Source: an optimization exercise on an open RTL-to-GDS flow (aim: small area). Production flows keep margins and buffers that such runs may drop. The RTL was checked by simulation tests, not by an equivalence proof against the original design. Power figures rest on the tool's default switching activity, not on a simulated workload.

$ cat flow/design.v
module commit_trace_capture #(
    parameter int DEPTH       = 16,
    parameter int MAX_RECORDS = 3000,
    parameter int DROP_W      = 16
) (
    input  logic                   clk,
    input  logic                   reset,
    input  logic                   capture_en,
    input  logic                   commit_valid,
    input  logic [31:0]            commit_pc,
    input  logic [31:0]            commit_instr,
    input  logic                   rf_we,
    input  logic [4:0]             rf_waddr,
    input  logic [31:0]            rf_wdata,
    output logic                   out_valid,
    input  logic                   out_ready,
    output logic [31:0]            out_data,
    output logic                   overflow,
    output logic [DROP_W-1:0]      drop_count,
    output logic                   done
);
    localparam int NS    = DEPTH + 1;           
    localparam int NW    = $clog2(NS + 1);
    localparam int RW   = 102;
    localparam int R_PC = 70;
    localparam int R_IN = 38;
    localparam int R_WE = 37;
    localparam int R_WA = 32;
    localparam int R_WD = 0;
    logic [RW-1:0]     slot_q [0:NS-1];
    logic [NS-1:0]     inv_q;         
    logic [NW-1:0]     n_q;           
    logic              busy_q;        
    logic [1:0]        word_q;        
    logic              out_valid_q;
    logic              overflow_q;
    logic [DROP_W-1:0] drop_count_q;
    logic              done_q;
    localparam logic [11:0] ACC_LAST = 12'he99;
    logic [11:0]       accepted_q;
    logic empty, full, last_hs, pop, push_req, push, drop;
    logic [NW-1:0] widx;
    logic [NS-1:0] ld, sh, hd;
    logic [RW-1:0] new_rec;
    assign empty    = (n_q == NW'(busy_q));
    assign full     = (n_q == NW'(NS));
    assign last_hs  = out_valid_q & out_ready & (word_q == 2'd3);
    assign pop      = !empty & (!busy_q | last_hs);
    assign push_req = commit_valid & capture_en & !done_q;
    assign push     = push_req & (!full | pop);
    assign drop     = push_req & !push;
    assign widx = n_q - NW'(last_hs);
    assign new_rec = {commit_pc, commit_instr, rf_we, rf_waddr, rf_wdata};
    always_comb begin
        for (int i = 0; i < NS; i++) begin
            ld[i] = push & (widx == NW'(i));
            sh[i] = last_hs & !ld[i];
            hd[i] = !last_hs & !ld[i];
        end
        sh[NS-1] = 1'b0;
        hd[NS-1] = !ld[NS-1];
    end
    logic [RW-1:0] slot_d [0:NS-1];
    for (genvar i = 0; i < NS - 1; i++) begin : g_slot
        ctc_aoi222 #(.W(RW)) u_next (
            .h(hd[i]), .a(slot_q[i]),
            .s(sh[i]), .b(slot_q[i+1]),
            .l(ld[i]), .c(new_rec),
            .y(slot_d[i]));
    end
    ctc_aoi22 #(.W(RW)) u_next_top (
        .h(hd[NS-1]), .a(slot_q[NS-1]),
        .l(ld[NS-1]), .c(new_rec),
        .y(slot_d[NS-1]));
    always_ff @(posedge clk) begin
        for (int i = 0; i < NS - 1; i++) begin
            slot_q[i] <= slot_d[i];
            inv_q[i]  <= ~((hd[i] & inv_q[i]) | (sh[i] & inv_q[i+1]));
        end
        slot_q[NS-1] <= slot_d[NS-1];
        inv_q[NS-1]  <= ~(hd[NS-1] & inv_q[NS-1]);
    end
    always_ff @(posedge clk or negedge reset) begin
        if (!reset) begin
            n_q          <= '0;
            busy_q       <= 1'b0;
            word_q       <= 2'd0;
            out_valid_q  <= 1'b0;
            overflow_q   <= 1'b0;
            drop_count_q <= '0;
            done_q       <= 1'b0;
            accepted_q   <= '0;
        end else begin
            n_q <= n_q + NW'(push) - NW'(last_hs);
            if (!busy_q) begin
                busy_q <= pop;
            end else if (!out_valid_q) begin
                out_valid_q <= 1'b1;
            end else if (out_ready) begin
                word_q <= word_q + 2'd1;
                if (word_q == 2'd3 && !pop) begin
                    busy_q      <= 1'b0;
                    out_valid_q <= 1'b0;
                end
            end
            if (push) accepted_q <= {accepted_q[10:0],
                                     ~(accepted_q[11] ^ accepted_q[5] ^ accepted_q[3] ^ accepted_q[0])};
            if (push && (accepted_q == ACC_LAST)) done_q <= 1'b1;
            if (drop) overflow_q <= 1'b1;
            if (drop && (drop_count_q != '1)) drop_count_q <= drop_count_q + DROP_W'(1);
        end
    end
    logic [RW-1:0] s0;
    logic          p0, we0, sel0, sel1, sel2, sel3;
    logic [31:0]   w2;
    assign s0   = slot_q[0];
    assign p0   = inv_q[0];
    assign we0  = s0[R_WE] ^ p0;
    assign sel0 = out_valid_q & (word_q == 2'd0);
    assign sel1 = out_valid_q & (word_q == 2'd1);
    assign sel2 = out_valid_q & (word_q == 2'd2);
    assign sel3 = out_valid_q & (word_q == 2'd3) & we0;
    assign w2   = {s0[R_WE], 26'b0, s0[R_WA +: 5]};
    always_comb begin
        for (int b = 0; b < 32; b++) begin
            if (b < 5 || b == 31) begin
                out_data[b] = ((sel0 & s0[R_PC + b]) | (sel1 & s0[R_IN + b]) |
                               (sel2 & w2[b]) | (sel3 & s0[R_WD + b])) ^
                              ((sel0 | sel1 | sel2 | sel3) & p0);
            end else begin
                out_data[b] = ((sel0 & s0[R_PC + b]) | (sel1 & s0[R_IN + b]) |
                               (sel3 & s0[R_WD + b])) ^
                              ((sel0 | sel1 | sel3) & p0);
            end
        end
    end
    assign out_valid  = out_valid_q;
    assign overflow   = overflow_q;
    assign drop_count = drop_count_q;
    assign done       = done_q;
endmodule
module ctc_aoi222 #(
    parameter int W = 1
) (
    input  logic         h, s, l,
    input  logic [W-1:0] a, b, c,
    output logic [W-1:0] y
);
    assign y = ~(({W{h}} & a) | ({W{s}} & b) | ({W{l}} & c));
endmodule
module ctc_aoi22 #(
    parameter int W = 1
) (
    input  logic         h, l,
    input  logic [W-1:0] a, c,
    output logic [W-1:0] y
);
    assign y = ~(({W{h}} & a) | ({W{l}} & c));
endmodule
$ cat flow/flow/run.sh
#!/bin/bash
set -euo pipefail
export BUFFER_PORTS_ARGS="-buffer_cell sky130_fd_sc_hd__buf_1"
export CTS_ARGS="-sink_clustering_enable -repair_clock_nets -dont_use_dummy_load -sink_clustering_size 20 -sink_clustering_max_diameter 50 -buf_list sky130_fd_sc_hd__clkbuf_8 -root_buf sky130_fd_sc_hd__clkbuf_16"
bash standard.sh > flow.log 2>&1
$ cat flow/standard.sh
#!/bin/bash
# synth_recipe.tcl (not shown) runs the flow's synth.tcl, then flattens the netlist and writes it again
# the make line also repeats each setting of config.mk as NAME=value (left out here)
make -C /OpenROAD-flow-scripts/flow DESIGN_CONFIG=/design/flow/config.mk WORK_HOME=/design/flow/orfs CLKGATE_MAP_FILE= SYNTH_SCRIPT=/design/flow/synth_recipe.tcl "${@:-finish}"
$ cat flow/config.mk
export PLATFORM = sky130hd
export DESIGN_NAME = commit_trace_capture
export DESIGN_NICKNAME = commit_trace_capture
export VERILOG_FILES = /design/flow/design.v
export SDC_FILE = /design/flow/constraint.sdc
export NUM_CORES = 4
export LEC_CHECK = 0
export CAP_MARGIN = 20
export CORE_MARGIN = 2
export CORE_UTILIZATION = 50
export PLACE_DENSITY = 0.6
export SLEW_MARGIN = 20
export SYNTH_HIERARCHICAL = 1
$ cat flow/constraint.sdc
create_clock -name core_clock -period 5.0 [get_ports {clk}]
set_input_delay 1.0000 -clock core_clock [delete_from_list [all_inputs] [get_ports {clk}]]
set_output_delay 1.0000 -clock core_clock [all_outputs]
set_load 0.01 [all_outputs]
==> results of run 1 <==
-- power by group --
part	internal, mW	total [mW]	switching [mW]
sequential	22.2	26.6	4.44
combinational	8.46	16.0	7.59
clock	2.57	6.93	4.36
total	33.2	49.6	16.4
-- cell families after synthesis --
| kind of cell | count (synthesis) |
|---|---|
| AND/OR/NAND/NOR | 151 |
| adder cells (fa/ha/maj) | 16 |
| flip-flops | 1790 |
| buffers and inverters | 599 |
| XOR/XNOR | 58 |
| multiplexers | 16 |
| AO/OA/AOI/OAI | 1798 |
-- how the worst min path moves through the flow --
stage	end	cells past startpoint	from
floorplan	inv_q[16]	1	inv_q[16]
global placement	inv_q[16]	1	inv_q[16]
detailed placement	inv_q[16]	1	inv_q[16]
CTS	slot_q[12][5]	1	slot_q[13][5]
global route	accepted_q[3]	1	reset
finish	drop_count_q[8]	1	reset
-- state kept, by name, indices dropped and copies added, names as in the netlist --
| register | count |
|---|---|
| accepted_q | 12 |
| slot_q | 1734 |
| n_q | 5 |
| done_q | 1 |
| busy_q | 1 |
| word_q | 2 |
| out_valid_q | 1 |
| inv_q | 17 |
| overflow_q | 1 |
| drop_count_q | 16 |
-- final cells by class --
class / instances / share of cell area, %
Antenna cell: 5 / 0.0203
Tap cell: 1612 / 3.28
Sequential cell: 1790 / 58.6
Timing Repair Buffer: 263 / 2.76
Clock buffer: 142 / 3.19
Inverter: 21 / 0.132
Multi-Input combinational cell: 2039 / 32.0
-- metal layers --
metal  wire length (µm)  part of all wire [%]  vias up  GRT usage (%)
li1                   -                     -    19600              -
met1              73300                    44    23300           36.6
met2              76000                    45     2019           41.0
met3              15100                   9.0      240           5.33
met4               3000                   1.8        0           7.16
met5                  0                     0        -              0
-- cells in the final DEF (no fill, tap or decap), types with 4 or more instances in the layout --
master / count
buf_4: 81
nand2_1: 43
buf_1: 153
xnor2_1: 45
buf_12: 22
ha_1: 15
a22oi_1: 102
xor2_1: 12
dfrtp_1: 39
nor4_2: 9
nor2_4: 32
nor2_1: 11
a21o_1: 16
nand3_1: 11
mux2_2: 15
clkbuf_8: 141
dfxtp_1: 1751
nor3_2: 9
nor2b_1: 7
a21oi_1: 8
a222oi_1: 1664
diode_2: 5
nor3_1: 4
inv_1: 19
-- worst max-delay path: cells and delay by family --
| family | cells | cell delay, ns |
|---|---|---|
| xor gates and xnor gates | 1 | 0.83 |
| and+or+nand+nor | 3 | 1.06 |
| buffers and inverters | 3 | 1.40 |
| adders and majority gates | 2 | 0.41 |
| AOI/OAI and AO/OA | 2 | 0.39 |
-- metrics by stage --
step           power [mW]  hold slack (ns)
2_1_floorplan        38.5            0.358
3_3_place_gp         42.0            0.365
3_5_place_dp         42.6            0.372
4_1_cts              49.4            0.374
5_1_grt              52.4            0.275
6_report             49.6            0.259
==> summary.txt, run 1 <==
----------------------------------------------------
[Run status]
  Run status ... complete, no violations

[Yosys]
  Primary FF master, synth ... dfxtp_1
  Most common library cells after synthesis ... 1751 x dfxtp_1, 1664 x a222oi_1, 299 x buf_6
  Post-synthesis share of cell area spent on xor and xnor gates ... less than 1%
  Dominant combinational cell family by area after synthesis ... compound AO/OA/AOI/OAI gates
  Number of synthesized register bits ... 1790
  Cells taking the most area after synthesis ... dfxtp_1 58%, a222oi_1 28%, buf_6 5.6%, dfrtp_1 1.6%, buf_2 1.3%
  Leading cell type by number of instances after synthesis ... dfxtp_1
  Yosys warning total ... 10
  Synth Cell Area ... 0.0601 mm²
  Adder-cell share of the synthesized area ... less than 1%
  Cells after synthesis ... about 4400
  Synth cell types ... ~50
  Synth top area share ... 58.3%
  Simple-gate area share of the yosys netlist ... under 10%
  Multiplexer share of the synthesized area ... less than 1%
  Number of enable-type register cells in the synthesized netlist ... 0
  Mapped Avg Cell Area ... around 14 µm²
  Share of synthesized flip-flops with an asynchronous set or reset ... between 2 and 2.5%
  Cell accounting for the most synthesized area ... dfxtp_1
  Seq/Total Area, Yosys ... about three fifths
  Compound-Gate Fraction of Synth Area ... between 20% and 30%

[CTS]
  Number of buffers inserted by post-CTS setup repair ... 0
  Max H-tree Level ... 4
  CTS tree ... yes
  Clock network latency to the later pin of the worst-skew pair ... roughly 0.73 ns
  # clock sinks ... 1790
  Clk buf depth ... 3
  Buffer type at the clock tree root ... clkbuf_16
  Post-CTS Hold Buffers ... 0
  Post-CTS resize count ... 0
  Clock transition at the register clock pins on the worst setup and hold paths after CTS ... roughly 0.09 ns
  Number of clock buffers inserted by TritonCTS ... between 100 and 150

[STA]
  Setup Viol. Count Final ... 0
  Fin crit share ... between 90% and 100%
  Post-route worst setup slack ... roughly 0.37 ns
  Minimum clock period ... ~4.6 ns
  Worst max-slew margin expressed relative to the limit ... between 20 and 30%
  Unrepaired setup endpoints after global routing ... false
  Timing-limited maximum frequency ... ~220 MHz
  Hold Fails Final Rpt ... 0
  Worst Max-Slew Pin Slew ... ~1.1 ns
  Final slew viol count ... 0
  Post-Route Skew ... between 0.08 and 0.09 ns
  Setup total negative slack ... 0 ns

[Route]
  Final ANT Viol Nets ... 0
  Routed wire length ... roughly 170000 µm
  Detailed-router iteration count before antenna repair ... 13
  DRC ... 0
  Ratio of routed vias to standard cells ... between 7 and 8
  Starting DRC count in detailed routing ... approximately 11000
  Total number of vias ... between 40000 and 50000
  Average wire per standard cell ... ~29 µm

[GRT]
  First-pass GRT wire length ... between 200000 and 300000 µm
  Global-route usage over all layers ... between 20% and 30%
  Number of antenna violations at the first check in global routing ... 6
  Largest net degree at the start of global routing ... approximately 100
  Number of global-route vias before repair ... around 44000
  Overflow left after global routing ... 0

[Critical path]
  Required time of the critical path ... about 5.5 ns
  Kind of launch point of the worst setup path ... primary input
  Critical path start-end classification ... in -> reg
  Library cell appearing most often on the critical path ... ha_1
  Endpoint of the most critical setup path ... slot_q[3][74]
  Critical path arrival ... approximately 5 ns
  Launching point of the worst reg2reg path ... word_q[0]
  Critical path's largest stage delay ... between 0.8 and 0.9 ns
  Worst reg-to-reg setup slack ... between 0.4 and 0.5 ns
  Sequence of cells on the critical path ... buf_1, nand3_2, inv_2, ha_1, ha_1, o21ai_0, xnor2_2, nor4_2, nor2_4, buf_4, a222oi_1
  Register-to-Register Path Depth ... 11
  Max Fanout on Critical Path ... 69
  Endpoint of the lowest-slack register-to-register path ... slot_q[3][74]
  Critical Path End Type ... register
  Worst setup startpoint ... out_ready
  Slowest stage cell, crit path ... buf_4

[Hold path]
  Type of the worst min-delay path ... in -> async

[Floorplanning]
  Starting utilization of the core area ... just over 50%
  Chip height ... ~350 µm
  Overall die area ... roughly 0.12 mm²
  Die Wd ... about 350 µm
  Core Region ... around 0.12 mm²
  Cell Rows ... around 130
  IO Count ... approximately 160

[Power]
  Pwr/cell area ... ~800 mW/mm²
  Peak supply drop ... ~0.55 mV
  Pleak ... ~21 nW

[Finish]
  Post-layout utilization of the core ... 51.5%
  Sequential cell area in the final layout ... about 0.036 mm²
  Non-filler instance count after layout ... ~6000
  Fraction of final layout cells sized beyond drive strength 1 ... 7.80%
  Synthesis-to-finish area growth ... 2.41%
  Final-stage net count ... around 4400
  Fillers ... 10700
  Total non-filler cell area in the finished layout ... slightly above 0.06 mm²
  Combined area of the multi-input logic cells ... between 0.015 and 0.02 mm²

[Placement]
  Post-Place Cell Area ... around 0.06 mm²
  Routability Congestion ... 0.872
  Number of cells after detailed placement ... approximately 5700
  Port Buffer Count ... around 160
  Placement-stage worst setup slack ... -0.451 ns
  HPWL Detailed ... 101000 µm

[Flow run]
  Max_cap viols ... 0

----------------------------------------------------
==> inputs of run 2 (changes only) <==
==> flow/flow/run.sh (replaced) <==
#!/bin/bash
set -euo pipefail
export REMOVE_ABC_BUFFERS=1
export BUFFER_PORTS_ARGS="-buffer_cell sky130_fd_sc_hd__buf_1"
export CTS_ARGS="-sink_clustering_enable -repair_clock_nets -dont_use_dummy_load -sink_clustering_size 20 -sink_clustering_max_diameter 50 -buf_list sky130_fd_sc_hd__clkbuf_8 -root_buf sky130_fd_sc_hd__clkbuf_16"
bash standard.sh > flow.log 2>&1
--- a/flow/config.mk
+++ b/flow/config.mk
@@ -8,6 +8,7 @@
 export CAP_MARGIN = 20
 export CORE_MARGIN = 2
 export CORE_UTILIZATION = 50
+export GPL_TIMING_DRIVEN = 0
 export PLACE_DENSITY = 0.6
 export SLEW_MARGIN = 20
 export SYNTH_HIERARCHICAL = 1
==> run 2 against run 1 <==
Effect of this change:
- global-route usage is 3.0 points higher
- synthesized area stayed put
- hold slack worse by 0.12 ns
- utilization is 3.3 points higher
- count of clock-buffer cells in the layout is 3 lower
- cell count is 5.1% higher
- combinational power is 14% higher
- critical path type is now reg -> reg
- critical endpoint is now slot_q[16][46]
- largest cell class unchanged
- highest routed layer is now met5
==> summary.txt, run 2 <==
----------------------------------------------------
[Run status]
  Run status ... complete, no violations

[Hold path]
  Type of the worst min-delay path ... in -> async

[Floorplanning]
  Cell Rows ... 127 (unchanged)
  Core Region ... 0.119 mm² (unchanged)
  IO Count ... 158 (unchanged)
  Die Wd ... 351 µm (unchanged)
  Overall die area ... 0.123 mm² (unchanged)
  Chip height ... 351 µm (unchanged)
  Starting utilization of the core area ... 50.3% (unchanged)

[Critical path]
  Family of cells with the greatest summed delay on the critical path ... simple AND/OR/NAND/NOR gates
  Kind of launch point of the worst setup path ... register
  Required time of the critical path ... 5.51 ns (about the same)
  Critical path start-end classification ... reg -> reg
  Critical path's largest stage delay ... 0.85 ns (-0.02 ns)
  Critical Path End Type ... register
  Library cell appearing most often on the critical path ... nand3_4
  Critical path arrival ... 5.38 ns (+0.23 ns)
  Sequence of cells on the critical path ... ha_2, nand3_4, clkinv_8, ha_1, nand2_1, nor3_1, nand3_4, buf_12, inv_8, buf_16, a22oi_1
  Max Fanout on Critical Path ... 62 (-10%)
  Number of buffer and inverter stages on the critical path ... 4 (+1)
  Slowest stage cell, crit path ... ha_1

[STA]
  Worst max-slew margin expressed relative to the limit ... 38.9% (+11 points)
  Fin crit share ... 97.3% (+4.7 points)
  Post-route worst setup slack ... 0.133 ns (-0.234 ns)
  Worst Max-Slew Pin Slew ... 0.913 ns (-0.166 ns)
  Setup Viol. Count Final ... 0 (unchanged)
  Minimum clock period ... 4.87 ns (+0.234 ns)
  Timing-limited maximum frequency ... 205 MHz (-4.8%)
  Unrepaired setup endpoints after global routing ... false
  Post-Route Skew ... 0.0867 ns (+0.00200 ns)
  Hold Fails Final Rpt ... 0 (unchanged)
  Final slew viol count ... 0 (unchanged)

[Placement]
  Routability Congestion ... 0.741 (-15%)
  Post-Place Cell Area ... 0.0634 mm² (+6.6%)
  Placement-stage worst setup slack ... -2.12 ns (-1.67 ns)
  Port Buffer Count ... 157 (unchanged)
  HPWL Detailed ... 129000 µm (+28%)

[Yosys]
  Mapped Avg Cell Area ... 13.6 µm² (unchanged)
  Leading cell type by number of instances after synthesis ... dfxtp_1
  Primary FF master, synth ... dfxtp_1
  Share of synthesized flip-flops with an asynchronous set or reset ... 2.18% (unchanged)
  Number of synthesized register bits ... 1790 (unchanged)
  Synth cell types ... 49 (unchanged)
  Most common library cells after synthesis ... 1751 x dfxtp_1, 1664 x a222oi_1, 299 x buf_6
  Cell accounting for the most synthesized area ... dfxtp_1
  Seq/Total Area, Yosys ... 60.0% (unchanged)
  Synth top area share ... 58.3% (unchanged)
  Yosys warning total ... 10 (unchanged)
  Number of enable-type register cells in the synthesized netlist ... 0 (unchanged)
  Cells after synthesis ... 4428 (unchanged)
  Synth Cell Area ... 0.0601 mm² (unchanged)
  Cells taking the most area after synthesis ... dfxtp_1 58%, a222oi_1 28%, buf_6 5.6%, dfrtp_1 1.6%, buf_2 1.3%

[Power]
  Pwr/cell area ... 787 mW/mm² (-2.4%)
  Pleak ... 23.4 nW (+11%)
  Peak supply drop ... 0.448 mV (-19%)

[Route]
  Average wire per standard cell ... 30.4 µm (+6.5%)
  Ratio of routed vias to standard cells ... 7.65 (-0.42%)
  Detailed-router iteration count before antenna repair ... 11 (-2)
  Final ANT Viol Nets ... 0 (unchanged)
  M1 WL ... 76000 µm (+3.6%)
  DRC ... 0 (unchanged)
  Routed wire length ... 187000 µm (+12%)
  Starting DRC count in detailed routing ... 12700 (+19%)
  Detailed-routed wire length on met2 ... 86200 µm (+13%)
  Detail Route met3 WL ... 19900 µm (+32%)
  Total number of vias ... 47200 (+4.7%)
  Highest metal layer with signal wires ... met5

[GRT]
  Global-route usage over all layers ... 29.2% (+3.0 points)
  Number of antenna violations at the first check in global routing ... 13 (+7)
  Number of global-route vias before repair ... 45200 (+3.9%)
  Overflow left after global routing ... 0 (unchanged)
  First-pass GRT wire length ... 283000 µm (+9.3%)
  Largest net degree at the start of global routing ... 63 (-39%)

[CTS]
  CTS tree ... yes
  Clock transition at the register clock pins on the worst setup and hold paths after CTS ... 0.08 ns (about the same)
  Buffer type at the clock tree root ... clkbuf_16
  Clk buf depth ... 3 (unchanged)
  Clock network latency to the later pin of the worst-skew pair ... 0.76 ns (+0.03 ns)
  # clock sinks ... 1790 (unchanged)
  Max H-tree Level ... 4 (unchanged)
  Post-CTS Hold Buffers ... 0 (unchanged)
  Number of clock buffers inserted by TritonCTS ... 139 (-2.1%)

[Finish]
  Total non-filler cell area in the finished layout ... 0.0655 mm² (+6.5%)
  Fraction of final layout cells sized beyond drive strength 1 ... 13.9% (+6.1 points)
  Most common cell after layout, fill and taps aside ... dfxtp_1
  Flip-flop count of the largest register, all copies and words added ... 1734 (unchanged)
  Fillers ... 10200 (-4.9%)
  Synthesis-to-finish area growth ... 9.03%
  Final-stage net count ... 4678 (+6.8%)
  Leading cell types in the layout, fill and taps excluded ... 1751 x dfxtp_1, 1664 x a222oi_1, 156 x buf_1
  Largest registers ... slot_q: 1734 flops, inv_q: 17 flops, drop_count_q: 16 flops
  Most flops, register ... slot_q

[Flow run]
  Max_cap viols ... 0 (unchanged)

----------------------------------------------------
## run 2: worst paths after layout
check	from	end	slack, ns	cells past startpoint
worst max-delay path	word_q[0]	slot_q[16][46]	0.13	11
worst min-delay path	reset	word_q[0]	0.14	1
worst max register to register	word_q[0]	slot_q[16][46]	0.13	11
worst min register to register	slot_q[15][25]	slot_q[14][25]	0.37	1
max in group asynchronous	reset	drop_count_q[9]	4.36	2
min in group core_clock	slot_q[15][25]	slot_q[14][25]	0.37	1
## run 2: layout make-up
class / instances / area, µm² / area share [%]
clock buffer: 139 / 1920 / 2.94
antenna: 7 / 17.5 / 0.0267
sequential: 1790 / 36000 / 55.0
inverter: 21 / 98.8 / 0.151
timing repair buffer: 563 / 5600 / 8.55
multi-input combinational: 2040 / 19800 / 30.3
tap: 1612 / 2020 / 3.08
## run 2: routing by layer
metal  up-vias  track usage (%)
li1      20100                -
met1     24000             39.1
met2      2698             46.9
met3       382             5.61
met4         2             10.4
met5         -                0
## run 2: cells by family (layout without fill, tap and decap cells)
kind of cell             after synthesis  in the layout  synth area share (%)
AO/OA/AOI/OAI                       1798           1798                  29.4
AND/OR/NAND/NOR                      151            152                  1.32
multiplexers                          16             16                 0.298
adder cells (fa/ha/maj)               16             16                 0.346
flip-flops                          1790           1790                  60.0
buffers and inverters                599            723                  7.81
XOR/XNOR                              58             58                 0.846
other                                  0              7                     0
## run 2: stage by stage
stage | power (mW) | instances | util, % | hold slack (ns) | TNS [ns]
after floorplan | 37.3 | 3850 | - | 0.358 | -
after global placement | 42.9 | 5619 | 48.6 | 0.369 | -
after detailed placement | 44.3 | 6021 | 53.1 | 0.373 | -1498.75
after CTS | 51.2 | 6165 | 54.8 | 0.0972 | 0
after global routing | 54.1 | 6169 | 54.8 | 0.125 | 0
final | 51.5 | 6172 | 54.8 | 0.144 | 0
## run 2: repair_timing
action | 4_1_cts | 5_1_grt
pin swaps | 3 | 0
gates cloned | 1 | 0
setup buffers | 4 | 0
gates resized for setup | 8 | 7
setup endpoints to repair | 1683 | 60
## run 2: power by group
| part | switching, mW | internal, mW |
|---|---|---|
| Clock | 4.38 | 2.52 |
| Sequential | 4.13 | 22.2 |
| Combinational | 8.47 | 9.86 |
==> inputs of run 3 (changes only) <==
==> flow/flow/run.sh (replaced) <==
#!/bin/bash
set -euo pipefail
export BUFFER_PORTS_ARGS="-buffer_cell sky130_fd_sc_hd__buf_1"
export CTS_ARGS="-sink_clustering_enable -repair_clock_nets -dont_use_dummy_load -sink_clustering_size 20 -sink_clustering_max_diameter 50 -buf_list sky130_fd_sc_hd__clkbuf_8 -root_buf sky130_fd_sc_hd__clkbuf_16"
bash standard.sh > flow.log 2>&1
--- a/flow/config.mk
+++ b/flow/config.mk
@@ -5,10 +5,9 @@
 export SDC_FILE = /design/flow/constraint.sdc
 export NUM_CORES = 4
 export LEC_CHECK = 0
-export CAP_MARGIN = 20
+export CAP_MARGIN = 0
 export CORE_MARGIN = 2
 export CORE_UTILIZATION = 50
-export GPL_TIMING_DRIVEN = 0
 export PLACE_DENSITY = 0.6
-export SLEW_MARGIN = 20
+export SLEW_MARGIN = 0
 export SYNTH_HIERARCHICAL = 1
==> run 3 against run 2 <==
Effect of this change:
- sequential power is essentially flat
- sequential share of layout area grew 3.6 points
- still clean on timing, DRC and antenna
- clock power is essentially flat
- final area shrank 6.2%
- via count shrank 4.6%
- hold slack gained 0.23 ns
- non-clock buffer count shrank 303
- critical endpoint is now slot_q[5][61]
- critical path type unchanged
- critical path depth grew 1
- highest routed layer is now met4
==> summary.txt, run 3 <==
----------------------------------------------------
[Run status]
  Run status ... complete, no violations

[Hold path]
  Depth of the worst hold-timing path ... 1
  Type of the worst min-delay path ... reg -> reg
  Hold Path End ... slot_q[12][2]
  Hold path start ... slot_q[13][2]

[STA]
  Fin crit share ... 93.6% (-3.7 points)
  Timing-limited maximum frequency ... 214 MHz (+3.9%)
  Setup Viol. Count Final ... 0 (unchanged)
  Worst max-slew margin expressed relative to the limit ... 8.63% (-30 points)
  Final slew viol count ... 0 (unchanged)
  Minimum clock period ... 4.68 ns (-0.185 ns)
  Unrepaired setup endpoints after global routing ... false
  Worst Max-Slew Pin Slew ... 1.37 ns (+0.456 ns)
  Setup total negative slack ... 0 ns (unchanged)
  Hold Fails Final Rpt ... 0 (unchanged)
  Post-Route Skew ... 0.0874 ns (+0.000695 ns)

[Placement]
  Routability Congestion ... 0.872 (+18%)
  HPWL Detailed ... 101000 µm (-22%)
  Post-Place Cell Area ... 0.0595 mm² (-6.3%)
  Port Buffer Count ... 157 (unchanged)

[GRT]
  Global-route usage over all layers ... 26.1% (-3.1 points)
  Global routing met2 resource utilization ... 40.9% (-5.9 points)
  Number of global-route vias before repair ... 43300 (-4.3%)
  Gr busiest metal ... met2
  Number of antenna violations at the first check in global routing ... 5 (-8)
  Overflow left after global routing ... 0 (unchanged)
  Global routing met1 resource utilization ... 36.8% (-2.4 points)
  Largest net degree at the start of global routing ... 104 (+65%)
  Met3 Resource Use GR ... 5.06% (-0.56 points)
  First-pass GRT wire length ... 258000 µm (-8.6%)

[Route]
  Final ANT Viol Nets ... 0 (unchanged)
  Detailed-router iteration count before antenna repair ... 14 (+3)
  Ratio of routed vias to standard cells ... 7.67 (+0.25%)
  Routed wire length ... 169000 µm (-9.7%)
  Starting DRC count in detailed routing ... 11400 (-11%)
  Average wire per standard cell ... 28.8 µm (-5.1%)
  Total number of vias ... 45000 (-4.6%)
  DRC ... 0 (unchanged)

[CTS]
  Clock transition at the register clock pins on the worst setup and hold paths after CTS ... 0.10 ns (+0.02 ns)
  Post-CTS resize count ... 0 (-8)
  Clk buf depth ... 3 (unchanged)
  # clock sinks ... 1790 (unchanged)
  Number of clock buffers inserted by TritonCTS ... 142 (+2.2%)
  CTS tree ... yes
  Post-CTS Hold Buffers ... 0 (unchanged)
  Number of buffers inserted by post-CTS setup repair ... 0 (-4)
  Clock network latency to the later pin of the worst-skew pair ... 0.74 ns (-0.02 ns)
  Buffer type at the clock tree root ... clkbuf_16
  Max H-tree Level ... 4 (unchanged)

[Power]
  Sequential cell fraction of total power ... 53.7% (+2.7 points)
  Net switching power ... 16.4 mW (-3.3%)
  Pleak ... 21.0 nW (-10%)
  Total power ... 49.6 mW (-3.7%)
  Pwr/cell area ... 807 mW/mm² (+2.6%)
  Internal power summed over all cells ... 33.2 mW (-3.9%)
  Relative contribution of combinational cells to total power ... 32.4% (-3.2 points)
  Part of the power in the clock network ... 13.9% (+0.5 points)
  Switch share ... 33.1% (+0.16 points)
  Peak supply drop ... 0.482 mV (+7.6%)

[Floorplanning]
  Chip height ... 351 µm (unchanged)
  Starting utilization of the core area ... 50.3% (unchanged)
  Core Region ... 0.119 mm² (unchanged)
  Cell Rows ... 127 (unchanged)
  IO Count ... 158 (unchanged)
  Overall die area ... 0.123 mm² (unchanged)
  Die Wd ... 351 µm (unchanged)

[Yosys]
  Yosys warning total ... 10 (unchanged)
  Synth Cell Area ... 0.0601 mm² (unchanged)
  Share of synthesized flip-flops with an asynchronous set or reset ... 2.18% (unchanged)
  Mapped Avg Cell Area ... 13.6 µm² (unchanged)
  Cell accounting for the most synthesized area ... dfxtp_1
  Most common library cells after synthesis ... 1751 x dfxtp_1, 1664 x a222oi_1, 299 x buf_6
  Synth cell types ... 49 (unchanged)
  Synth top area share ... 58.3% (unchanged)
  Number of synthesized register bits ... 1790 (unchanged)
  Cells after synthesis ... 4428 (unchanged)
  Primary FF master, synth ... dfxtp_1
  Seq/Total Area, Yosys ... 60.0% (unchanged)
  Cells taking the most area after synthesis ... dfxtp_1 58%, a222oi_1 28%, buf_6 5.6%, dfrtp_1 1.6%, buf_2 1.3%
  Number of enable-type register cells in the synthesized netlist ... 0 (unchanged)
  Leading cell type by number of instances after synthesis ... dfxtp_1

[Finish]
  Fillers ... 10700 (+5.4%)
  Total non-filler cell area in the finished layout ... 0.0615 mm² (-6.2%)
  Fraction of final layout cells sized beyond drive strength 1 ... 7.71% (-6.2 points)
  Most flops, register ... slot_q
  Flip-flop count of the largest register, all copies and words added ... 1734 (unchanged)
  Post-layout utilization of the core ... 51.4% (-3.4 points)
  Largest registers ... slot_q: 1734 flops, inv_q: 17 flops, drop_count_q: 16 flops
  Final-stage net count ... 4379 (-6.4%)
  Synthesis-to-finish area growth ... 2.28%
  Most common cell after layout, fill and taps aside ... dfxtp_1
  Leading cell types in the layout, fill and taps excluded ... 1751 x dfxtp_1, 1664 x a222oi_1, 156 x buf_1

[Flow run]
  Max_cap viols ... 0 (unchanged)

[Critical path]
  Slowest stage cell, crit path ... nor4_2
  Library cell appearing most often on the critical path ... ha_1
  Endpoint of the lowest-slack register-to-register path ... slot_q[5][61]
  Required time of the critical path ... 5.58 ns (+0.07 ns)
  Register-to-Register Path Depth ... 12 (+1)
  Sequence of cells on the critical path ... ha_1, nand3_2, inv_2, ha_1, ha_1, o21ai_0, xnor2_2, nor4_2, buf_4, nor2_4, buf_4, a222oi_1
  Critical Path End Type ... register
  Kind of launch point of the worst setup path ... register
  Critical path arrival ... 5.26 ns (-0.12 ns)
  Critical path's largest stage delay ... 0.91 ns (+0.06 ns)
  Worst reg-to-reg setup slack ... 0.32 ns (+0.18 ns)
  Number of buffer and inverter stages on the critical path ... 3 (-1)
  Max Fanout on Critical Path ... 102 (+65%)
  Critical path start-end classification ... reg -> reg
  Family of cells with the greatest summed delay on the critical path ... buffers and inverters
  Launching point of the worst reg2reg path ... word_q[0]

----------------------------------------------------
run 3: cell counts after synthesis:
No cell type changed its count.
run 3: layout make-up:
cell class	count	area (µm²)	area share, %
flip-flops and latches	1790	36000	58.6
multi-input cells	2041	19700	32.1
well taps	1612	2020	3.28
clock buffers	142	1970	3.20
repair buffers	260	1610	2.63
inverters	21	81.3	0.132
diodes	5	12.5	0.0204
run 3: cells by family (layout without fill, tap and decap cells):
group           count (synthesis)  in the layout  synth area share [%]
mux                            16             16                 0.298
flops                        1790           1790                  60.0
fa+ha+maj                      16             16                 0.346
xor+xnor                       58             58                 0.846
other cells                     0              5                     0
compound gates               1798           1798                  29.4
simple gates                  151            153                  1.32
buf+inv                       599            423                  7.81
run 3: through the flow:
step / hold WS [ns] / std cells / setup WS (ns)
detailed placement: 0.373 / 5722 / -0.423
global placement: 0.365 / 5722 / -0.225
global route: 0.375 / 5871 / 0.00311
finish: 0.370 / 5871 / 0.318
CTS: 0.370 / 5864 / 0.326
floorplan: 0.358 / 4428 / 1.03
run 3: how the worst max path moves through the flow:
| stage | start | to | slack [ns] | depth (start not counted) |
|---|---|---|---|---|
| 3_5_place_dp | out_ready | slot_q[5][12] | -0.42 | 11 |
| 5_1_grt | word_q[0] | slot_q[5][54] | 0.003 | 12 |
| 3_3_place_gp | out_ready | slot_q[10][50] | -0.23 | 11 |
| 4_1_cts | out_ready | slot_q[5][2] | 0.33 | 11 |
| 2_1_floorplan | out_ready | slot_q[1][21] | 1.03 | 13 |
| 6_report | word_q[0] | slot_q[5][61] | 0.32 | 12 |
run 3: layer usage:
metal	wire [µm]	share of wire, %	vias to the layer above
li1	-	-	19500
met2	76500	45	1955
met3	14600	8.6	250
met5	0	0	-
met1	74800	44	23300
met4	3290	1.9	0
run 3: power by group through the flow:
stage                     Clock, mW  Sequential, mW  Combinational [mW]
after global placement            0            26.7                15.3
after CTS                      7.11            26.5                15.8
after detailed placement          0            26.8                15.7
after floorplan                   0            25.2                13.4
after global routing           7.64            27.4                17.3
final                          6.92            26.6                16.1
==> inputs of run 4 (changes only) <==
==> flow/flow/run.sh (replaced) <==
#!/bin/bash
set -euo pipefail
export BUFFER_PORTS_ARGS="-buffer_cell sky130_fd_sc_hd__buf_1"
export CTS_ARGS="-sink_clustering_enable -repair_clock_nets -dont_use_dummy_load -sink_clustering_size 10 -sink_clustering_max_diameter 30 -buf_list sky130_fd_sc_hd__clkbuf_4 -root_buf sky130_fd_sc_hd__clkbuf_16"
bash standard.sh > flow.log 2>&1
==> run 4 against run 3 <==
Effect of this change:
- still clean on timing, DRC and antenna
- sequential share of layout area decreased by 1.1 points
- final area up 2.0%
- clock skew down 0.027 ns
- sequential cell count unchanged
- cell count increased by 3.5%
- synthesized cell count is the same
- largest power group unchanged
==> summary.txt, run 4 <==
----------------------------------------------------
[Placement]
  Port Buffer Count ... 157 (unchanged)
  HPWL Detailed ... 101000 µm (unchanged)
  Routability Congestion ... 0.872 (unchanged)

[Yosys]
  Cells after synthesis ... 4428 (unchanged)
  Cell accounting for the most synthesized area ... dfxtp_1
  Seq/Total Area, Yosys ... 60.0% (unchanged)
  Number of synthesized register bits ... 1790 (unchanged)
  Most common library cells after synthesis ... 1751 x dfxtp_1, 1664 x a222oi_1, 299 x buf_6
  Cells taking the most area after synthesis ... dfxtp_1 58%, a222oi_1 28%, buf_6 5.6%, dfrtp_1 1.6%, buf_2 1.3%
  Leading cell type by number of instances after synthesis ... dfxtp_1
  Number of enable-type register cells in the synthesized netlist ... 0 (unchanged)
  Synth Cell Area ... 0.0601 mm² (unchanged)
  Yosys warning total ... 10 (unchanged)
  Mapped Avg Cell Area ... 13.6 µm² (unchanged)
  Synth cell types ... 49 (unchanged)
  Primary FF master, synth ... dfxtp_1
  Synth top area share ... 58.3% (unchanged)
  Share of synthesized flip-flops with an asynchronous set or reset ... 2.18% (unchanged)

[STA]
  Minimum clock period ... 4.63 ns (-0.0486 ns)
  Fin crit share ... 92.7% (-0.97 points)
  Setup Viol. Count Final ... 0 (unchanged)
  Timing-limited maximum frequency ... 216 MHz (+1.0%)
  Worst Max-Slew Pin Slew ... 1.38 ns (+0.00602 ns)
  Worst max-slew margin expressed relative to the limit ... 8.23% (-0.40 points)
  Unrepaired setup endpoints after global routing ... false
  Final slew viol count ... 0 (unchanged)
  Hold Fails Final Rpt ... 0 (unchanged)
  Post-Route Skew ... 0.0600 ns (-0.0274 ns)

[CTS]
  Number of clock buffers inserted by TritonCTS ... 341 (+140%)
  Max H-tree Level ... 5 (+1)
  CTS tree ... yes
  Clock network latency to the later pin of the worst-skew pair ... 0.84 ns (+0.10 ns)
  Buffer type at the clock tree root ... clkbuf_16
  Clock transition at the register clock pins on the worst setup and hold paths after CTS ... 0.08 ns (-0.02 ns)
  Number of buffers inserted by post-CTS setup repair ... 0 (unchanged)
  # clock sinks ... 1790 (unchanged)
  Post-CTS Hold Buffers ... 0 (unchanged)
  Clk buf depth ... 4 (+1)

[Critical path]
  Critical Path End Type ... register
  Critical path arrival ... 5.24 ns (-0.02 ns)
  Kind of launch point of the worst setup path ... register
  Required time of the critical path ... 5.61 ns (+0.03 ns)
  Worst reg-to-reg setup slack ... 0.37 ns (+0.05 ns)
  Max Fanout on Critical Path ... 52 (-49%)
  Critical path start-end classification ... reg -> reg

[Power]
  Net switching power ... 16.9 mW (+2.8%)
  Pleak ... 21.8 nW (+3.8%)
  Peak supply drop ... 0.480 mV (-0.33%)
  Total power ... 51.5 mW (+3.9%)
  Part of the power in the clock network ... 17.2% (+3.3 points)
  Sequential cell fraction of total power ... 51.7% (-2.0 points)
  Pwr/cell area ... 823 mW/mm² (+1.9%)
  Internal power summed over all cells ... 34.7 mW (+4.4%)
  Switch share ... 32.8% (-0.35 points)
  Relative contribution of combinational cells to total power ... 31.1% (-1.3 points)

[Route]
  Detail Route met3 WL ... 16400 µm (+13%)
  Starting DRC count in detailed routing ... 11000 (-3.3%)
  Detailed-routed wire length on met2 ... 76600 µm (+0.13%)
  Total number of vias ... 46200 (+2.7%)
  Ratio of routed vias to standard cells ... 7.61 (-0.82%)
  Highest metal layer with signal wires ... met4
  Average wire per standard cell ... 28.0 µm (-3.0%)
  DRC ... 0 (unchanged)
  Detailed-router iteration count before antenna repair ... 13 (-1)
  Final ANT Viol Nets ... 0 (unchanged)
  Routed wire length ... 170000 µm (+0.46%)
  M1 WL ... 73600 µm (-1.7%)

[Finish]
  Most flops, register ... slot_q
  Flip-flop count of the largest register, all copies and words added ... 1734 (unchanged)
  Leading cell types in the layout, fill and taps excluded ... 1751 x dfxtp_1, 1664 x a222oi_1, 308 x clkbuf_4
  Most common cell after layout, fill and taps aside ... dfxtp_1
  Fraction of final layout cells sized beyond drive strength 1 ... 11.8% (+4.1 points)
  Synthesis-to-finish area growth ... 4.28%
  Largest registers ... slot_q: 1734 flops, inv_q: 17 flops, drop_count_q: 16 flops
  Final-stage net count ... 4577 (+4.5%)
  Post-layout utilization of the core ... 52.4% (+1.0 points)

[GRT]
  Largest net degree at the start of global routing ... 104 (unchanged)
  Number of antenna violations at the first check in global routing ... 6 (+1)
  Global-route usage over all layers ... 26.5% (+0.39 points)
  First-pass GRT wire length ... 262000 µm (+1.5%)
  Overflow left after global routing ... 0 (unchanged)
  Number of global-route vias before repair ... 44900 (+3.6%)

[Floorplanning]
  Chip height ... 351 µm (unchanged)
  Overall die area ... 0.123 mm² (unchanged)
  Cell Rows ... 127 (unchanged)
  Starting utilization of the core area ... 50.3% (unchanged)
  IO Count ... 158 (unchanged)
  Core Region ... 0.119 mm² (unchanged)
  Die Wd ... 351 µm (unchanged)

[Run status]
  Run status ... complete, no violations

[Hold path]
  Type of the worst min-delay path ... in -> async

[Flow run]
  Max_cap viols ... 0 (unchanged)

----------------------------------------------------
==> run 4: cell counts after synthesis <==
No cell type changed its count.
==> run 4: power by group through the flow <==
stage | sequential, mW | clock (mW) | combinational (mW)
CTS | 26.5 | 9.10 | 15.8
floorplan | 25.2 | 0 | 13.4
detailed placement | 26.8 | 0 | 15.7
finish | 26.7 | 8.85 | 16.0
global route | 27.4 | 9.75 | 17.3
global placement | 26.7 | 0 | 15.3
==> run 4: area by class of cell <==
cell class,instances,area [µm²]
Sequential cell,1790,36000
Inverter,21,81.3
Fill cell,10700,56800
Multi-Input combinational cell,2040,19700
Tap cell,1612,2020
Clock buffer,341,3140
Antenna cell,15,37.5
Timing Repair Buffer,260,1610
==> run 4: critical path: stages, from the launching register on <==
cell and delay [ns]:
dfrtp_1 0.42, ha_1 0.27, nand3_2 0.13, inv_2 0.10, ha_1 0.17, ha_1 0.23, o21ai_0 0.15, xnor2_2 0.84
nor4b_4 0.13, nor2_4 0.99, buf_4 0.65, a222oi_1 0.22
==> run 4: layer usage <==
| metal | track usage, % | up-vias |
|---|---|---|
| met4 | 9.42 | 0 |
| li1 | - | 20100 |
| met1 | 36.4 | 23600 |
| met5 | 0 | - |
| met2 | 40.7 | 2257 |
| met3 | 6.11 | 292 |
==> run 4: what timing repair did <==
action                     CTS  global route
hold endpoints to repair     0             0
gates resized for setup      0             1
setup endpoints to repair    0             1
==> run 4: path summary, 6_finish.rpt <==
kind                               start              end  depth (start not counted)
max                            word_q[0]   slot_q[10][56]                         11
min                                reset  drop_count_q[5]                          1
max reg2reg                    word_q[0]   slot_q[10][56]                         11
min reg2reg                slot_q[7][71]    slot_q[6][71]                          1
max in group asynchronous          reset      out_valid_q                          1
min in group core_clock    slot_q[7][71]    slot_q[6][71]                          1
==> run 4: metrics by stage <==
step	instances	instance area [µm²]	setup TNS, ns	worst slack, ns	hold slack (ns)
final	6079	62700	0	0.367	0.373
after global routing	6079	62700	0	0.0270	0.407
after CTS	6063	62600	0	0.344	0.378
after detailed placement	5722	59500	-89.83	-0.423	0.373
after global placement	5722	59500	-41.57	-0.225	0.365
after floorplan	4428	60100	0	1.03	0.358
==> run 4: cell families (layout without fill, tap and decap cells) <==
family / after synthesis / count (layout) / share of synthesized area, %
XOR/XNOR: 58 / 58 / 0.846
other: 0 / 15 / 0
AO/OA/AOI/OAI: 1798 / 1798 / 29.4
adder cells (fa/ha/maj): 16 / 16 / 0.346
buffers and inverters: 599 / 622 / 7.81
flip-flops: 1790 / 1790 / 60.0
AND/OR/NAND/NOR: 151 / 152 / 1.32
multiplexers: 16 / 16 / 0.298
==> inputs of run 5 (changes only) <==
==> flow/flow/run.sh (replaced) <==
#!/bin/bash
set -euo pipefail
export BUFFER_PORTS_ARGS="-buffer_cell sky130_fd_sc_hd__buf_1"
export CTS_ARGS="-sink_clustering_enable -repair_clock_nets -dont_use_dummy_load -sink_clustering_size 12 -sink_clustering_max_diameter 35 -buf_list sky130_fd_sc_hd__clkbuf_4 -root_buf sky130_fd_sc_hd__clkbuf_16"
bash standard.sh > flow.log 2>&1
==> run 5 against run 4 <==
Effect of this change:
- wire length is 0.75% lower
- clock skew is 0.014 ns higher
- largest power group unchanged
- first-iteration DRC count rose by 3.6%
- hold slack worse by 0.020 ns
- largest cell class unchanged
- register-to-register slack worse by 0.03 ns
==> summary.txt, run 5 <==
----------------------------------------------------
[Yosys]
  Cells after synthesis ... 4428 (unchanged)
  Most common library cells after synthesis ... 1751 x dfxtp_1, 1664 x a222oi_1, 299 x buf_6
  Synth cell types ... 49 (unchanged)
  Number of synthesized register bits ... 1790 (unchanged)
  Share of synthesized flip-flops with an asynchronous set or reset ... 2.18% (unchanged)
  Multiplexer share of the synthesized area ... 0.298% (unchanged)
  Primary FF master, synth ... dfxtp_1
  Simple-gate area share of the yosys netlist ... 1.32% (unchanged)
  Adder-cell share of the synthesized area ... 0.346% (unchanged)
  Dominant combinational cell family by area after synthesis ... compound AO/OA/AOI/OAI gates
  Leading cell type by number of instances after synthesis ... dfxtp_1
  Compound-Gate Fraction of Synth Area ... 29.4% (unchanged)
  Synth top area share ... 58.3% (unchanged)
  Seq/Total Area, Yosys ... 60.0% (unchanged)
  Synth Cell Area ... 0.0601 mm² (unchanged)
  Mapped Avg Cell Area ... 13.6 µm² (unchanged)
  Cells taking the most area after synthesis ... dfxtp_1 58%, a222oi_1 28%, buf_6 5.6%, dfrtp_1 1.6%, buf_2 1.3%
  Number of enable-type register cells in the synthesized netlist ... 0 (unchanged)
  Post-synthesis share of cell area spent on xor and xnor gates ... 0.846% (unchanged)
  Yosys warning total ... 10 (unchanged)
  Cell accounting for the most synthesized area ... dfxtp_1

[Critical path]
  Max Fanout on Critical Path ... 57 (+9.6%)
  Critical Path End Type ... register
  Worst reg-to-reg setup slack ... 0.34 ns (-0.03 ns)
  Critical path arrival ... 5.30 ns (+0.06 ns)
  Endpoint of the lowest-slack register-to-register path ... slot_q[5][21]
  Launching point of the worst reg2reg path ... word_q[0]
  Kind of launch point of the worst setup path ... primary input
  Required time of the critical path ... 5.60 ns (about the same)
  Critical path start-end classification ... in -> reg
  Register-to-Register Path Depth ... 11 (unchanged)

[Floorplanning]
  Starting utilization of the core area ... 50.3% (unchanged)
  Chip height ... 351 µm (unchanged)
  Core Region ... 0.119 mm² (unchanged)
  IO Count ... 158 (unchanged)
  Cell Rows ... 127 (unchanged)
  Die Wd ... 351 µm (unchanged)
  Overall die area ... 0.123 mm² (unchanged)

[Placement]
  Post-Place Cell Area ... 0.0595 mm² (unchanged)
  Port Buffer Count ... 157 (unchanged)
  Number of cells after detailed placement ... 5722 (unchanged)
  HPWL Detailed ... 101000 µm (unchanged)
  Routability Congestion ... 0.872 (unchanged)
  Placement-stage worst setup slack ... -0.423 ns (unchanged)

[CTS]
  Buffer type at the clock tree root ... clkbuf_16
  Clk buf depth ... 4 (unchanged)
  Number of buffers inserted by post-CTS setup repair ... 0 (unchanged)
  Clock network latency to the later pin of the worst-skew pair ... 0.85 ns (about the same)
  CTS tree ... yes
  Clock transition at the register clock pins on the worst setup and hold paths after CTS ... 0.12 ns (+0.04 ns)
  # clock sinks ... 1790 (unchanged)
  Number of clock buffers inserted by TritonCTS ... 275 (-19%)
  Max H-tree Level ... 5 (unchanged)
  Post-CTS Hold Buffers ... 0 (unchanged)
  Post-CTS resize count ... 0 (unchanged)

[STA]
  Worst max-slew margin expressed relative to the limit ... 8.79% (+0.56 points)
  Fin crit share ... 94.0% (+1.4 points)
  Final slew viol count ... 0 (unchanged)
  Post-Route Skew ... 0.0736 ns (+0.0136 ns)
  Minimum clock period ... 4.70 ns (+0.0678 ns)
  Hold Fails Final Rpt ... 0 (unchanged)
  Timing-limited maximum frequency ... 213 MHz (-1.4%)
  Unrepaired setup endpoints after global routing ... false
  Setup Viol. Count Final ... 0 (unchanged)
  Post-route worst setup slack ... 0.299 ns (-0.0678 ns)
  Worst Max-Slew Pin Slew ... 1.37 ns (-0.00686 ns)

[Route]
  Starting DRC count in detailed routing ... 11400 (+3.6%)
  Routed wire length ... 169000 µm (-0.75%)
  DRC ... 0 (unchanged)
  Total number of vias ... 45700 (-1.2%)
  Detailed-router iteration count before antenna repair ... 14 (+1)
  Final ANT Viol Nets ... 0 (unchanged)
  Ratio of routed vias to standard cells ... 7.60 (-0.12%)
  Average wire per standard cell ... 28.1 µm (+0.36%)

[Finish]
  Non-filler instance count after layout ... 6012 (-1.1%)
  Total non-filler cell area in the finished layout ... 0.0621 mm² (-0.81%)
  Final-stage net count ... 4510 (-1.5%)
  Flip-flop count of the largest register, all copies and words added ... 1734 (unchanged)
  Largest registers ... slot_q: 1734 flops, inv_q: 17 flops, drop_count_q: 16 flops
  Most common cell after layout, fill and taps aside ... dfxtp_1
  Most flops, register ... slot_q
  Fraction of final layout cells sized beyond drive strength 1 ... 10.5% (-1.3 points)
  Leading cell types in the layout, fill and taps excluded ... 1751 x dfxtp_1, 1664 x a222oi_1, 242 x clkbuf_4
  Synthesis-to-finish area growth ... 3.43%

[GRT]
  First-pass GRT wire length ... 261000 µm (-0.32%)
  Largest net degree at the start of global routing ... 104 (unchanged)
  Number of antenna violations at the first check in global routing ... 5 (-1)
  Overflow left after global routing ... 0 (unchanged)
  Global-route usage over all layers ... 26.4% (-0.069 points)
  Number of global-route vias before repair ... 44100 (-1.6%)

[Power]
  Pleak ... 21.5 nW (-1.4%)
  Total power ... 50.7 mW (-1.6%)
  Pwr/cell area ... 816 mW/mm² (-0.77%)
  Peak supply drop ... 0.481 mV (+0.18%)

[Run status]
  Run status ... complete, no violations

[Hold path]
  Type of the worst min-delay path ... in -> async

[Flow run]
  Max_cap viols ... 0 (unchanged)

----------------------------------------------------
[run 5: area by class of cell]
type                       count  area (µm²)
clock buffer                 275        2640
timing repair buffer         260        1610
fill                       10700       57400
antenna                       15        37.5
tap                         1612        2020
multi-input combinational   2039       19700
inverter                      21        81.3
sequential                  1790       36000
[run 5: report_power, final]
part	total [mW]	internal (mW)	switching, mW
Sequential	26.6	22.2	4.43
Combinational	16.0	8.44	7.56
Clock	8.13	3.42	4.71
Total	50.7	34.0	16.7
[run 5: through the flow]
| stage | utilization (%) | hold WS, ns | setup TNS (ns) |
|---|---|---|---|
| global route | 52.0 | 0.394 | 0 |
| CTS | 52.0 | 0.360 | 0 |
| floorplan | - | 0.358 | 0 |
| global placement | 49.8 | 0.365 | -41.57 |
| detailed placement | 49.8 | 0.373 | -89.83 |
| finish | 52.0 | 0.354 | 0 |
[run 5: kinds of logic after synthesis]
| family | count (synthesis) |
|---|---|
| AND/OR/NAND/NOR | 151 |
| AO/OA/AOI/OAI | 1798 |
| buffers and inverters | 599 |
| XOR/XNOR | 58 |
| adder cells (fa/ha/maj) | 16 |
| multiplexers | 16 |
| flip-flops | 1790 |
[run 5: worst max-delay path by stage]
stage	slack, ns	startpoint	cells past startpoint	endpoint
floorplan	1.03	out_ready	13	slot_q[1][21]
global placement	-0.23	out_ready	11	slot_q[10][50]
global route	0.02	word_q[0]	11	slot_q[5][32]
CTS	0.34	word_q[0]	11	slot_q[5][21]
finish	0.30	out_ready	11	slot_q[5][21]
detailed placement	-0.42	out_ready	11	slot_q[5][12]
[run 5: critical path, cell delays in order]
cell,delay (ns)
buf_1,0.46
nand3_2,0.21
inv_2,0.10
ha_1,0.17
ha_1,0.23
o21ai_0,0.16
xnor2_2,0.80
nor4_2,0.16
nor2_4,0.96
buf_4,0.75
a222oi_1,0.19
[run 5: layer usage]
metal,vias to the layer above,GRT usage [%],part of all wire (%)
met5,-,0,0
met4,0,8.94,2.3
met3,319,5.79,9.5
met2,2076,40.5,45
met1,23400,36.7,43
li1,19900,-,-
==> inputs of run 6 (changes only) <==
==> flow/flow/run.sh (replaced) <==
#!/bin/bash
set -euo pipefail
export BUFFER_PORTS_ARGS="-buffer_cell sky130_fd_sc_hd__buf_1"
export CTS_ARGS='-sink_clustering_enable -repair_clock_nets -dont_use_dummy_load -sink_clustering_size 12 -sink_clustering_max_diameter 40 -buf_list {sky130_fd_sc_hd__clkbuf_4 sky130_fd_sc_hd__clkbuf_8} -root_buf sky130_fd_sc_hd__clkbuf_16'
bash standard.sh > flow.log 2>&1
==> run 6 against run 5 <==
Effect of this change:
- sequential power barely moved
- highest routed layer unchanged
- largest cell class unchanged
- fmax increased by 0.58%
- final area up 0.18%
- combinational power hardly changed
- critical path depth is the same
- count of clock-buffer cells in the layout down 74
- global-route usage down 0.097 points
==> summary.txt, run 6 <==
----------------------------------------------------
[Finish]
  Largest registers ... slot_q: 1734 flops, inv_q: 17 flops, drop_count_q: 16 flops
  Flip-flop count of the largest register, all copies and words added ... 1734 (unchanged)
  Final-stage net count ... 4437 (-1.6%)
  Total non-filler cell area in the finished layout ... 0.0623 mm² (+0.18%)
  Synthesis-to-finish area growth ... 3.62%
  Leading cell types in the layout, fill and taps excluded ... 1751 x dfxtp_1, 1664 x a222oi_1, 200 x clkbuf_8
  Fraction of final layout cells sized beyond drive strength 1 ... 8.95% (-1.5 points)
  Most common cell after layout, fill and taps aside ... dfxtp_1
  Most flops, register ... slot_q

[Power]
  Total power ... 50.9 mW (+0.31%)
  Peak supply drop ... 0.481 mV (about the same)
  Pleak ... 21.5 nW (-0.30%)
  Pwr/cell area ... 818 mW/mm² (+0.13%)

[Yosys]
  Primary FF master, synth ... dfxtp_1
  Cell accounting for the most synthesized area ... dfxtp_1
  Synth cell types ... 49 (unchanged)
  Cells taking the most area after synthesis ... dfxtp_1 58%, a222oi_1 28%, buf_6 5.6%, dfrtp_1 1.6%, buf_2 1.3%
  Yosys warning total ... 10 (unchanged)
  Synth Cell Area ... 0.0601 mm² (unchanged)
  Synth top area share ... 58.3% (unchanged)
  Leading cell type by number of instances after synthesis ... dfxtp_1
  Cells after synthesis ... 4428 (unchanged)
  Share of synthesized flip-flops with an asynchronous set or reset ... 2.18% (unchanged)
  Seq/Total Area, Yosys ... 60.0% (unchanged)
  Number of enable-type register cells in the synthesized netlist ... 0 (unchanged)
  Number of synthesized register bits ... 1790 (unchanged)
  Mapped Avg Cell Area ... 13.6 µm² (unchanged)
  Most common library cells after synthesis ... 1751 x dfxtp_1, 1664 x a222oi_1, 299 x buf_6

[Critical path]
  Register-to-Register Path Depth ... 11 (unchanged)
  Max Fanout on Critical Path ... 52 (-8.8%)
  Critical Path End Type ... register
  Critical path start-end classification ... reg -> reg
  Endpoint of the lowest-slack register-to-register path ... slot_q[10][63]
  Worst reg-to-reg setup slack ... 0.33 ns (about the same)
  Critical path arrival ... 5.21 ns (-0.09 ns)
  Required time of the critical path ... 5.53 ns (-0.07 ns)
  Worst setup startpoint ... word_q[0]
  Kind of launch point of the worst setup path ... register
  Launching point of the worst reg2reg path ... word_q[0]

[Floorplanning]
  Overall die area ... 0.123 mm² (unchanged)
  Core Region ... 0.119 mm² (unchanged)
  Chip height ... 351 µm (unchanged)
  Cell Rows ... 127 (unchanged)
  Die Wd ... 351 µm (unchanged)
  Starting utilization of the core area ... 50.3% (unchanged)
  IO Count ... 158 (unchanged)

[CTS]
  Clk buf depth ... 3 (-1)
  Buffer type at the clock tree root ... clkbuf_16
  # clock sinks ... 1790 (unchanged)
  Clock network latency to the later pin of the worst-skew pair ... 0.77 ns (-0.08 ns)
  Number of clock buffers inserted by TritonCTS ... 201 (-27%)
  Clock transition at the register clock pins on the worst setup and hold paths after CTS ... 0.08 ns (-0.04 ns)
  CTS tree ... yes
  Max H-tree Level ... 4 (-1)

[Placement]
  Routability Congestion ... 0.872 (unchanged)
  Port Buffer Count ... 157 (unchanged)
  Post-Place Cell Area ... 0.0595 mm² (unchanged)
  HPWL Detailed ... 101000 µm (unchanged)

[Hold path]
  Depth of the worst hold-timing path ... 1
  Type of the worst min-delay path ... reg -> reg
  Hold Path End ... inv_q[16]
  Hold path start ... inv_q[16]

[Route]
  Highest metal layer with signal wires ... met4
  Average wire per standard cell ... 28.6 µm (+1.9%)
  Final ANT Viol Nets ... 0 (unchanged)
  Detail Route met3 WL ... 15200 µm (-4.8%)
  M1 WL ... 74500 µm (+1.8%)
  Detailed-router iteration count before antenna repair ... 17 (+3)
  Detailed-routed wire length on met2 ... 76400 µm (+1.1%)
  Starting DRC count in detailed routing ... 11000 (-3.3%)
  Ratio of routed vias to standard cells ... 7.66 (+0.88%)
  Routed wire length ... 169000 µm (+0.42%)
  DRC ... 0 (unchanged)
  Total number of vias ... 45400 (-0.55%)

[GRT]
  Number of global-route vias before repair ... 44000 (-0.35%)
  First-pass GRT wire length ... 260000 µm (-0.31%)
  Number of antenna violations at the first check in global routing ... 4 (-1)
  Overflow left after global routing ... 0 (unchanged)
  Largest net degree at the start of global routing ... 104 (unchanged)
  Global-route usage over all layers ... 26.3% (-0.097 points)

[STA]
  Post-Route Skew ... 0.0928 ns (+0.0192 ns)
  Unrepaired setup endpoints after global routing ... false
  Worst Max-Slew Pin Slew ... 1.40 ns (+0.0281 ns)
  Setup Viol. Count Final ... 0 (unchanged)
  Final slew viol count ... 0 (unchanged)
  Timing-limited maximum frequency ... 214 MHz (+0.58%)
  Fin crit share ... 93.5% (-0.55 points)
  Minimum clock period ... 4.67 ns (-0.0273 ns)
  Worst max-slew margin expressed relative to the limit ... 6.91% (-1.9 points)
  Hold Fails Final Rpt ... 0 (unchanged)

[Run status]
  Run status ... complete, no violations

[Flow run]
  Max_cap viols ... 0 (unchanged)

----------------------------------------------------
## run 6: what timing repair did
item,in CTS,in global routing
resized for setup,0,0
endpoints found under the setup margin,0,4
buffers inserted,0,0
hold buffers,0,0
## run 6: cell families (layout without fill, tap and decap cells)
logic type                 count (synthesis)  after routing  synth area share (%)
AOI/OAI and AO/OA                       1798           1798                  29.4
xor gates and xnor gates                  58             58                 0.846
adders and majority gates                 16             16                 0.346
buffers and inverters                    599            482                  7.81
DFF                                     1790           1790                  60.0
muxes                                     16             16                 0.298
other                                      0              3                     0
and+or+nand+nor                          151            152                  1.32
## run 6: worst max-delay path, stage by stage (launching register included)
cell      delay (ns)
dfrtp_1         0.42
ha_1            0.27
nand3_2         0.13
inv_2           0.10
ha_1            0.17
ha_1            0.23
o21ai_0         0.15
xnor2_2         0.80
nor4b_4         0.13
nor2_4          1.02
buf_4           0.67
a222oi_1        0.24
## run 6: power breakdown
group          total [mW]  switching (mW)  internal, mW  leakage (nW)
sequential           26.7            4.44          22.2          15.3
combinational        16.0            7.60          8.44          4.70
clock                8.20            4.64          3.57          1.45
total                50.9            16.7          34.2          21.5
## run 6: metrics by stage
step	util (%)	instances	setup TNS (ns)	worst slack, ns	hold WS, ns
after CTS	52.1	5923	0	0.318	0.376
after global placement	49.8	5722	-41.57	-0.225	0.365
final	52.1	5927	0	0.326	0.384
after global routing	52.1	5927	0	0.00504	0.401
after floorplan	-	4428	0	1.03	0.358
after detailed placement	49.8	5722	-89.83	-0.423	0.373
## run 6: final cells by class
cell class,instances,area [µm²]
diodes,3,7.51
clock buffers,201,2780
fillers,10700,57200
inverters,21,81.3
multi-input cells,2040,19700
flip-flops and latches,1790,36000
well taps,1612,2020
repair buffers,260,1610
## run 6: routing by layer
metal	vias up	track usage, %
met1	23500	36.7
met5	-	0
met2	2042	41.2
li1	19700	-
met3	259	5.56
met4	0	7.41
## run 6: worst max-delay path by stage
stage	end	slack (ns)
2_1_floorplan	slot_q[1][21]	1.03
3_3_place_gp	slot_q[10][50]	-0.23
3_5_place_dp	slot_q[5][12]	-0.42
4_1_cts	slot_q[5][49]	0.32
5_1_grt	slot_q[5][59]	0.005
6_report	slot_q[10][63]	0.33
==> inputs of run 7 (changes only) <==
==> flow/flow/run.sh (replaced) <==
#!/bin/bash
set -euo pipefail
export BUFFER_PORTS_ARGS="-buffer_cell sky130_fd_sc_hd__buf_1"
export CTS_ARGS="-sink_clustering_enable -repair_clock_nets -dont_use_dummy_load -sink_clustering_size 11 -sink_clustering_max_diameter 40 -buf_list sky130_fd_sc_hd__clkbuf_4 -root_buf sky130_fd_sc_hd__clkbuf_16"
bash standard.sh > flow.log 2>&1
==> run 7 against run 6 <==
Effect of this change:
- the layout now fails its checks (capacitance limit, slew limit)
- global-route usage fell by 0.080 points
- sequential cell count did not move
- synthesized cell count did not move
- register-to-register slack improved by 0.05 ns
- hold slack got worse by 0.023 ns
- sequential power barely moved
- critical endpoint is now out_data[4]
- largest cell class unchanged
==> summary.txt, run 7 <==
----------------------------------------------------
[Run status]
  Run status ... failed layout checks
  Violated checks ... capacitance limit, slew limit

[Yosys]
  Primary FF master, synth ... dfxtp_1
  Cell accounting for the most synthesized area ... dfxtp_1
  Number of synthesized register bits ... 1790 (unchanged)
  Cells after synthesis ... 4428 (unchanged)
  Leading cell type by number of instances after synthesis ... dfxtp_1
  Number of enable-type register cells in the synthesized netlist ... 0 (unchanged)

[STA]
  Hold Fails Final Rpt ... 0 (unchanged)
  Post-Route Skew ... 0.0984 ns (+0.00559 ns)
  Worst max-slew margin expressed relative to the limit ... -13.5% (-20 points)
  Final slew viol count ... 27 (+27)
  Fin crit share ... 92.8% (-0.64 points)
  Setup Viol. Count Final ... 0 (unchanged)

[Floorplanning]
  Chip height ... 351 µm (unchanged)
  Starting utilization of the core area ... 50.3% (unchanged)
  Core Region ... 0.119 mm² (unchanged)
  Cell Rows ... 127 (unchanged)
  Overall die area ... 0.123 mm² (unchanged)

[Finish]
  Final-stage net count ... 4443 (+0.14%)
  Largest registers ... slot_q: 1734 flops, inv_q: 17 flops, drop_count_q: 16 flops
  Most common cell after layout, fill and taps aside ... dfxtp_1
  Non-filler instance count after layout ... 5939 (+0.20%)

[Route]
  Ratio of routed vias to standard cells ... 7.66 (about the same)
  DRC ... 0 (unchanged)
  Total number of vias ... 45500 (+0.16%)
  Routed wire length ... 169000 µm (-0.12%)
  Detailed-router iteration count before antenna repair ... 17 (unchanged)
  Final ANT Viol Nets ... 0 (unchanged)

[Hold path]
  Type of the worst min-delay path ... in -> async

[CTS]
  Buffer type at the clock tree root ... clkbuf_16
  Post-CTS resize count ... 0 (unchanged)
  Clk buf depth ... 3 (unchanged)
  Number of clock buffers inserted by TritonCTS ... 206 (+2.5%)
  Number of buffers inserted by post-CTS setup repair ... 0 (unchanged)
  Clock network latency to the later pin of the worst-skew pair ... 0.83 ns (+0.06 ns)
  Max H-tree Level ... 4 (unchanged)

[Flow run]
  Max_cap viols ... 1 (+1)

[Critical path]
  Kind of launch point of the worst setup path ... register
  Critical Path End Type ... output pin
  Critical path start-end classification ... reg -> out
  Required time of the critical path ... 4.00 ns (-1.53 ns)

[Placement]
  HPWL Detailed ... 101000 µm (unchanged)
  Routability Congestion ... 0.872 (unchanged)

[GRT]
  Number of global-route vias before repair ... 43800 (-0.29%)
  Number of antenna violations at the first check in global routing ... 5 (+1)
  First-pass GRT wire length ... 259000 µm (-0.35%)

[Power]
  Peak supply drop ... 0.484 mV (+0.64%)
  Pleak ... 21.0 nW (-2.3%)

----------------------------------------------------
## run 7: cell families (layout without fill, tap and decap cells)
| group | count (synthesis) | after routing | synth area share (%) |
|---|---|---|---|
| flops | 1790 | 1790 | 60.0 |
| mux | 16 | 16 | 0.298 |
| compound gates | 1798 | 1798 | 29.4 |
| xor+xnor | 58 | 58 | 0.846 |
| buf+inv | 599 | 487 | 7.81 |
| fa+ha+maj | 16 | 16 | 0.346 |
| other cells | 0 | 9 | 0 |
| simple gates | 151 | 153 | 1.32 |
## run 7: per-layer routing
layer | part of all wire [%] | vias to the layer above | global-route usage (%)
met5 | 0 | - | 0
met4 | 2.0 | 0 | 7.74
met3 | 9.2 | 276 | 5.28
met2 | 45 | 2128 | 40.9
met1 | 44 | 23300 | 36.8
li1 | - | 19800 | -
## run 7: critical path: stages (launching register included)
cell	delay, ns
dfrtp_1	0.43
inv_1	0.08
ha_1	0.30
o311a_2	0.74
a31o_2	0.43
xnor2_1	0.60
buf_1	0.21
## run 7: timing repair
item	4_1_cts	5_1_grt
endpoints found under the setup margin	0	8
endpoints found under the hold margin	0	0
hold buffers	0	0
## run 7: layout make-up
cell class                      instances  area (µm²)  share of cell area (%)
Antenna cell                            9        22.5                  0.0369
Clock buffer                          206        1560                    2.56
Inverter                               21        81.3                   0.133
Multi-Input combinational cell       2041       19700                    32.3
Sequential cell                      1790       36000                    59.0
Tap cell                             1612        2020                    3.30
Timing Repair Buffer                  260        1610                    2.64
## run 7: worst paths after layout
kind / from / endpoint / slack, ns
setup / recovery: word_q[0] / out_data[4] / 0.36
hold / removal: reset / accepted_q[9] / 0.36
setup reg to reg: word_q[0] / slot_q[5][61] / 0.38
hold reg to reg: slot_q[8][0] / slot_q[7][0] / 0.38
max in group asynchronous: reset / accepted_q[5] / 3.91
min in group core_clock: slot_q[8][0] / slot_q[7][0] / 0.38
## run 7: report_power, final
group,leakage (nW),total [mW],switching (mW),internal (mW)
logic,4.71,16.1,7.62,8.43
clock network,0.956,6.32,4.40,1.91
registers,15.3,26.6,4.43,22.2
total,21.0,49.0,16.4,32.5
## run 7: metrics by stage
step / util [%] / instance area (µm²) / total power [mW] / setup TNS (ns)
2_1_floorplan: - / 60100 / 38.5 / 0
3_3_place_gp: 49.8 / 59500 / 42.0 / -41.57
3_5_place_dp: 49.8 / 59500 / 42.5 / -89.83
4_1_cts: 51.1 / 61000 / 48.7 / 0
5_1_grt: 51.1 / 61100 / 51.8 / 0
6_report: 51.1 / 61100 / 49.0 / 0

-- re-timing with driven ports --
No port has a modelled driver above. Below, the same layouts with a new extraction and two added sets of constraints. Step 1 assumes that a clkbuf_16 drives the clock port and a buf_2 every other input. Step 2, shift: input delay + t, output delay - t, t = (earliest + latest rising clock arrival at the registers) / 2. This alone moves slack from input paths to output paths. Three values: no drivers, after step 1, after step 2; two values: the first two.
run | shift t [ns] | setup slack, ns
run 1 | 0.778 | 0.368 / 0.403 / -0.363
run 2 | 0.784 | 0.133 / 0.133 / -0.387
run 3 | 0.772 | 0.318 / 0.318 / -0.402
run 4 | 0.875 | 0.367 / 0.313 / -0.394
run 5 | 0.879 | 0.299 / 0.311 / -0.541
run 6 | 0.806 | 0.326 / 0.326 / -0.431
run 7 | 0.876 | 0.358 / 0.280 / -0.311
